What follows belongs to an exercise in optimizing a design on an open flow for small area, a short achievable clock period and few clock cycles per item; a production flow would make more cautious choices.
No functional check of the RTL was part of any run shown here.
Power and IR drop assume default switching activity.

==> flow/design.v, too long to show whole: its modules and the start of the top module <==
// module ep_fa: 10 lines
// module ep_filter_stream: 1931 lines
module ep_filter_stream #(
  parameter int unsigned PIX_W = 8,
  parameter int unsigned WIN   = 3,
  parameter int unsigned WGT_W = 4
) (
  input  logic                     clk,
  input  logic                     rst_n,
  input  logic                     in_valid,
  output logic                     in_ready,
  input  logic [WIN*WIN*PIX_W-1:0] in_win,
  input  logic                     in_sof,
  input  logic                     in_eol,
  input  logic [3:0]               thr_shift,
  input  logic                     bypass,
  output logic                     out_valid,
  input  logic                     out_ready,
  output logic [PIX_W-1:0]         out_pix,
  output logic                     out_sof,
  output logic                     out_eol
);
  // ...
==> flow/flow/run.sh <==
#!/bin/bash
# The standard layout (the standard.sh, unchanged), except that the port buffers that
# global placement inserts on every input and output are sky130_fd_sc_hd__buf_2 cells rather
# than the resizer's default pick; timing repair still resizes them where it needs to.
# The ORFS tools write their logs under orfs/logs/; make's own output goes to standard.log.
set -euo pipefail
bash standard.sh BUFFER_PORTS_ARGS="-buffer_cell sky130_fd_sc_hd__buf_2" finish > standard.log 2>&1
==> flow/standard.sh <==
#!/bin/bash
# synth_recipe.tcl (not shown) runs the flow's synth.tcl, then flattens the netlist and writes it again
# the make line also repeats each setting of config.mk as NAME=value (left out here)
make -C /OpenROAD-flow-scripts/flow DESIGN_CONFIG=/design/flow/config.mk WORK_HOME=/design/flow/orfs CLKGATE_MAP_FILE= SYNTH_SCRIPT=/design/flow/synth_recipe.tcl "${@:-finish}"
==> flow/config.mk <==
export PLATFORM = sky130hd
export DESIGN_NAME = ep_filter_stream
export DESIGN_NICKNAME = ep_filter_stream
export VERILOG_FILES = /design/flow/design.v
export SDC_FILE = /design/flow/constraint.sdc
export NUM_CORES = 4
export LEC_CHECK = 0
export ABC_AREA = 1
export CAP_MARGIN = 20
export CORE_MARGIN = 2
export CORE_UTILIZATION = 40
export CTS_BUF_LIST = sky130_fd_sc_hd__clkbuf_8
export CTS_CLUSTER_DIAMETER = 50
export CTS_CLUSTER_SIZE = 16
export SETUP_SLACK_MARGIN = 2.1
export SLEW_MARGIN = 20
export SYNTH_HIERARCHICAL = 1
==> flow/constraint.sdc <==
create_clock -name core_clock -period 5.0 [get_ports {clk}]
set_input_delay 1.0000 -clock core_clock [delete_from_list [all_inputs] [get_ports {clk}]]
set_output_delay 1.0000 -clock core_clock [all_outputs]
set_load 0.01 [all_outputs]
==> flow_summary_export.csv, run 1 <==
group,metric,value,unit
power,report.power.total,0.0200,W
global_route,globalRouteTotalUtil,20.9,%
cells_and_area,final_cells,4368,
run_status,run_status,"timing/DRC/antenna clean",
placed_design,placedCellCount,4228,
power,cellInternalPower,0.0114,W
setup_path,timing.reg2reg.worst_path_depth,5,
setup_path,startpoint_type,"primary input",
power,p_sw,0.00868,W
hold_path,timing.hold.worst.class,"in2async",
timing,setup_slack,2.09,ns
setup_path,worst-endpoint-required,5.62,ns
detailed_routing,top_layer_used,"met4",
cells_and_area,seq_area,10600,um^2
setup_path,number_of_buffers_and_inverters_on_the_critical_path,5,
power,largestPowerGroup,"combinational logic",
clocking,ctsHoldBuffers,0,
power,combPwrFrac,52.0,%
die,fp.dieArea,77900,um^2
global_route,vias_in_the_first_global_route,22600,
global_route,first_pass_grt_wire_length,126000,um
clocking,cts_num_sinks,480,
setup_path,crit_arrival,3.53,ns
cells_and_area,multi_input_combinational_area_share,55.0,%
cells_and_area,largest_register_ff_count,85,
placed_design,place_hpwl,62500,um
synthesis,synth_async_sr_flop_share,6.04,%
detailed_routing,drc_errors,0,
cells_and_area,total_inserted_antenna_cells,1,
timing,period_minus_slack,2.91,ns
global_route,grt_max_degree,56,
timing,timing.final.setup_violations,0,
cells_and_area,final_core_util,45.7,%
cells_and_area,number_of_ordinary_inverters_in_the_final_layout,298,
power,vdd_drop_max,0.244,mV
placed_design,post_dp_area,31800,um^2
clocking,clk_latency,0.71,ns
cells_and_area,multiInputGateArea,18800,um^2
setup_path,critPathMostFrequentCell,"sky130_fd_sc_hd__nand2_1",
==> inputs of run 2 (changes only) <==
--- a/flow/config.mk
+++ b/flow/config.mk
@@ -17 +17,2 @@
 export SYNTH_HIERARCHICAL = 1
+export TNS_END_PERCENT = 20
==> flow_summary_export.csv, run 2 <==
group,metric,value,unit
flow_run,timing.max_cap.violations,0,
synthesis,yosys-top-cells-count,"sky130_fd_sc_hd__nand2_1, sky130_fd_sc_hd__dfxtp_1, sky130_fd_sc_hd__fa_1",
cells_and_area,reg_top3,"tL4_s2 (85), fifo_mem (70)",
cells_and_area,largest_register,"tL4_s2",
cells_and_area,drive_above_1_share,11.4,%
setup_path,crit_arrival,3.50,ns
placed_design,place_hpwl,62100,um
synthesis,synth_top_cell_by_area,"sky130_fd_sc_hd__dfxtp_1",
synthesis,synth_flop_cell,"sky130_fd_sc_hd__dfxtp_1",
die,fp.dieArea,77900,um^2
timing,slew_headroom,31.9,%
timing,hold-worst-slack,0.306,ns
clocking,ctsRootBufferMaster,"sky130_fd_sc_hd__clkbuf_8",
clocking,clk_latency,0.70,ns
setup_path,critPathMostFrequentCell,"sky130_fd_sc_hd__fa_1",
detailed_routing,drc_errors,0,
synthesis,average_size_of_a_mapped_cell,9.41,um^2
power,total_leakage_power,14.3,nW
setup_path,timing.critical_path.to_type,"flop",
placed_design,io_buffers,94,
detailed_routing,drt-vias-per-instance,5.14,
die,core.rowCount,100,
cells_and_area,final_net_count,3979,
timing,max_slew_violations,0,
timing,timing.final.setup_violations,0,
die,io-pin-count,95,
placed_design,dp_worst_setup_slack,0.886,ns
clocking,tritoncts.num_buffers,55,
synthesis,synth_cell_types,56,
synthesis,syn_inst,3218,
power,pwr_density_cell,586,nW/um^2
global_route,grt_max_degree,56,
timing,worstMarginPinSlew,1.02,ns
setup_path,startpoint_type,"flop",
timing,fin_crit_sh,58.7,%
detailed_routing,wl_per_cell,18.4,um
setup_path,worstPathMaxFanout,10,
global_route,globalRouteTotalUtil,20.8,%
setup_path,worst-endpoint-required,5.57,ns
setup_path,slowest_delay,0.66,ns
timing,fin_skew,0.0485,ns
die,core_area,74700,um^2
power,vdd_drop_max,0.289,mV
die,die-width,279,um
synthesis,netlist_area_before_placement,30300,um^2
setup_path,crit_path_top_delay_cell,"sky130_fd_sc_hd__dfxtp_2",
placed_design,final_weighted_congestion_in_routability_driven_placement,0.986,
timing,finalSetupTns,0,ns
cells_and_area,layout.cells.most_common,"sky130_fd_sc_hd__nand2_1",
synthesis,synth_enable_flop_cells,80,
timing,setup_slack,2.07,ns
synthesis,ys_seq_area_share,34.9,%
cells_and_area,largest_register_ff_count,85,
timing,period_minus_slack,2.93,ns
global_route,grt_overflow,0,
detailed_routing,detail-route-antenna-nets,0,
global_route,vias_in_the_first_global_route,22600,
clocking,cts.path.max_buffers,3,
setup_path,critical-path-top-delay-family,"adder cells",
timing,timing.final.hold_violations,0,
detailed_routing,drtPass1Iterations,5,
setup_path,worst_setup_path_class,"reg2reg",
global_route,first_pass_grt_wire_length,126000,um
hold_path,timing.hold.worst.class,"in2async",
clocking,cts_num_sinks,480,
run_status,run_status,"timing/DRC/antenna clean",
setup_path,number_of_buffers_and_inverters_on_the_critical_path,0,
clocking,clock_tree_from_tritoncts,"yes",
die,start_util,40.5,%
cells_and_area,mostFrequentLayoutCells,"sky130_fd_sc_hd__nand2_1, sky130_fd_sc_hd__dfxtp_1, sky130_fd_sc_hd__fa_1, sky130_fd_sc_hd__inv_1",
synthesis,ys.warnings.count,8,
clocking,htreeDepth,2,
synthesis,yosys-top-cells-area,"sky130_fd_sc_hd__dfxtp_1, sky130_fd_sc_hd__fa_1, sky130_fd_sc_hd__nand2_1",
timing,fmax,341,MHz
setup_path,path_cells,"nand2_1 > fa_1 > fa_1 > fa_1 > fa_1",
synthesis,yosys.cell_count.top_type,"sky130_fd_sc_hd__nand2_1",
clocking,clk_pin_slew_worst_paths,0.10,ns
cells_and_area,syn2layout_area_growth,11.9,%
global_route,number_of_antenna_violations_at_the_first_check_in_global_routing,2,
synthesis,synth_async_sr_flop_share,6.04,%
detailed_routing,aggregate_routed_wire_length,80300,um
cells_and_area,final_cells,4363,
timing,rsz0062_at_grt,"true",
placed_design,placedCellCount,4224,
detailed_routing,detail_route.iter0.violations,1531,
synthesis,yosysTopAreaCellShare,24.5,%
synthesis,number_of_register_bits_inferred_by_synthesis,480,
die,die-height,279,um
detailed_routing,vias,22400,
[run 2: cell type report]
class	instances	area, um^2
Tap cell	969	1210
Multi-Input combinational cell	2367	18700
Clock buffer	59	812
Antenna cell	1	2.50
Fill cell	7120	40800
Inverter	298	1150
Sequential cell	480	10600
Clock inverter	43	444
Timing Repair Buffer	146	990
[run 2: layer usage]
layer  share of wire, %  global-route usage (%)  vias up
met5                  0                       0        -
met4                4.7                    9.03        0
met3                5.8                    2.88      213
met2                 46                    34.3      730
met1                 43                    27.4    10700
li1                   -                       -    10700
[run 2: cells by family (layout without fill, tap and decap cells)]
| kind of cell | Yosys count | count (layout) | synth area share [%] |
|---|---|---|---|
| flip-flops | 480 | 480 | 34.9 |
| XOR/XNOR | 118 | 118 | 3.41 |
| adder cells (fa/ha/maj) | 548 | 548 | 31.2 |
| other | 2 | 12 | 0.0248 |
| multiplexers | 6 | 6 | 0.198 |
| AND/OR/NAND/NOR | 1274 | 1274 | 17.3 |
| AO/OA/AOI/OAI | 410 | 410 | 8.17 |
| buffers and inverters | 380 | 546 | 4.78 |
[run 2: worst paths after layout]
path                                 start          to  slack (ns)  cells past startpoint
worst max-delay path              w6_s1[3]  tL4_s2[41]        2.07                      5
worst min-delay path                 rst_n    rd_oh[2]        0.31                      1
worst max register to register    w6_s1[3]  tL4_s2[41]        2.07                      5
worst min register to register  tL4_s2[81]   dra_s3[2]        0.33                      0
max in group asynchronous            rst_n     owed[3]        4.27                      1
min in group core_clock         tL4_s2[81]   dra_s3[2]        0.33                      0
[run 2: power by group]
part / leakage (nW) / internal [W] / switching [W]
Clock: 0.658 / 0.00132 / 0.00164
Sequential: 4.20 / 0.00540 / 0.00109
Combinational: 9.45 / 0.00452 / 0.00590
[run 2: through the flow]
| step | power [W] | utilization [%] | cell area, um^2 |
|---|---|---|---|
| 2_1_floorplan | 0.0141 | - | 30300 |
| 3_3_place_gp | 0.0168 | 42.6 | 31800 |
| 3_5_place_dp | 0.0170 | 42.6 | 31800 |
| 4_1_cts | 0.0200 | 44.7 | 33400 |
| 5_1_grt | 0.0220 | 45.4 | 33900 |
| 6_report | 0.0199 | 45.4 | 33900 |
[run 2: what timing repair did]
action	in CTS	in global routing
gates resized for setup	56	80
setup endpoints to repair	86	49
pin swaps	7	38
hold buffers	0	0
setup buffers	12	23
[run 2: per-module statistics from Yosys (local to each module, per instance)]
module,flops+latches,area (um^2),times used
ep_fa,0,20.0,308
ep_filter_stream,480,24100,1

-- what the ideal ports hide --
Ports are ideal in the flow. The routed layouts listed here were re-timed in OpenROAD. Step 1 (the two cells are an assumption about what drives the block):
set clk [get_ports {clk}]
set_driving_cell -lib_cell sky130_fd_sc_hd__clkbuf_16 $clk
set_driving_cell -lib_cell sky130_fd_sc_hd__buf_2 [delete_from_list [all_inputs] $clk]
Step 2, shift: input delay + t, output delay - t, t = (earliest + latest rising clock arrival at the registers) / 2. This alone moves slack from input paths to output paths. a / b / c = ideal / step 1 / step 2; a / b = the first two.
| run | t (ns) | slack for setup (ns) | worst register clock-pin slew, ns |
|---|---|---|---|
| run 1 | 0.750 | 2.085 / 2.100 / 1.350 | 0.11 / 0.11 |
| run 2 | 0.740 | 2.066 / 2.047 / 1.307 | 0.10 / 0.10 |
After both steps setup and hold are still met in every run listed. For run 2, which loses most, drivers alone change the setup slack by -0.019 ns; drivers and shift together by -0.759 ns.
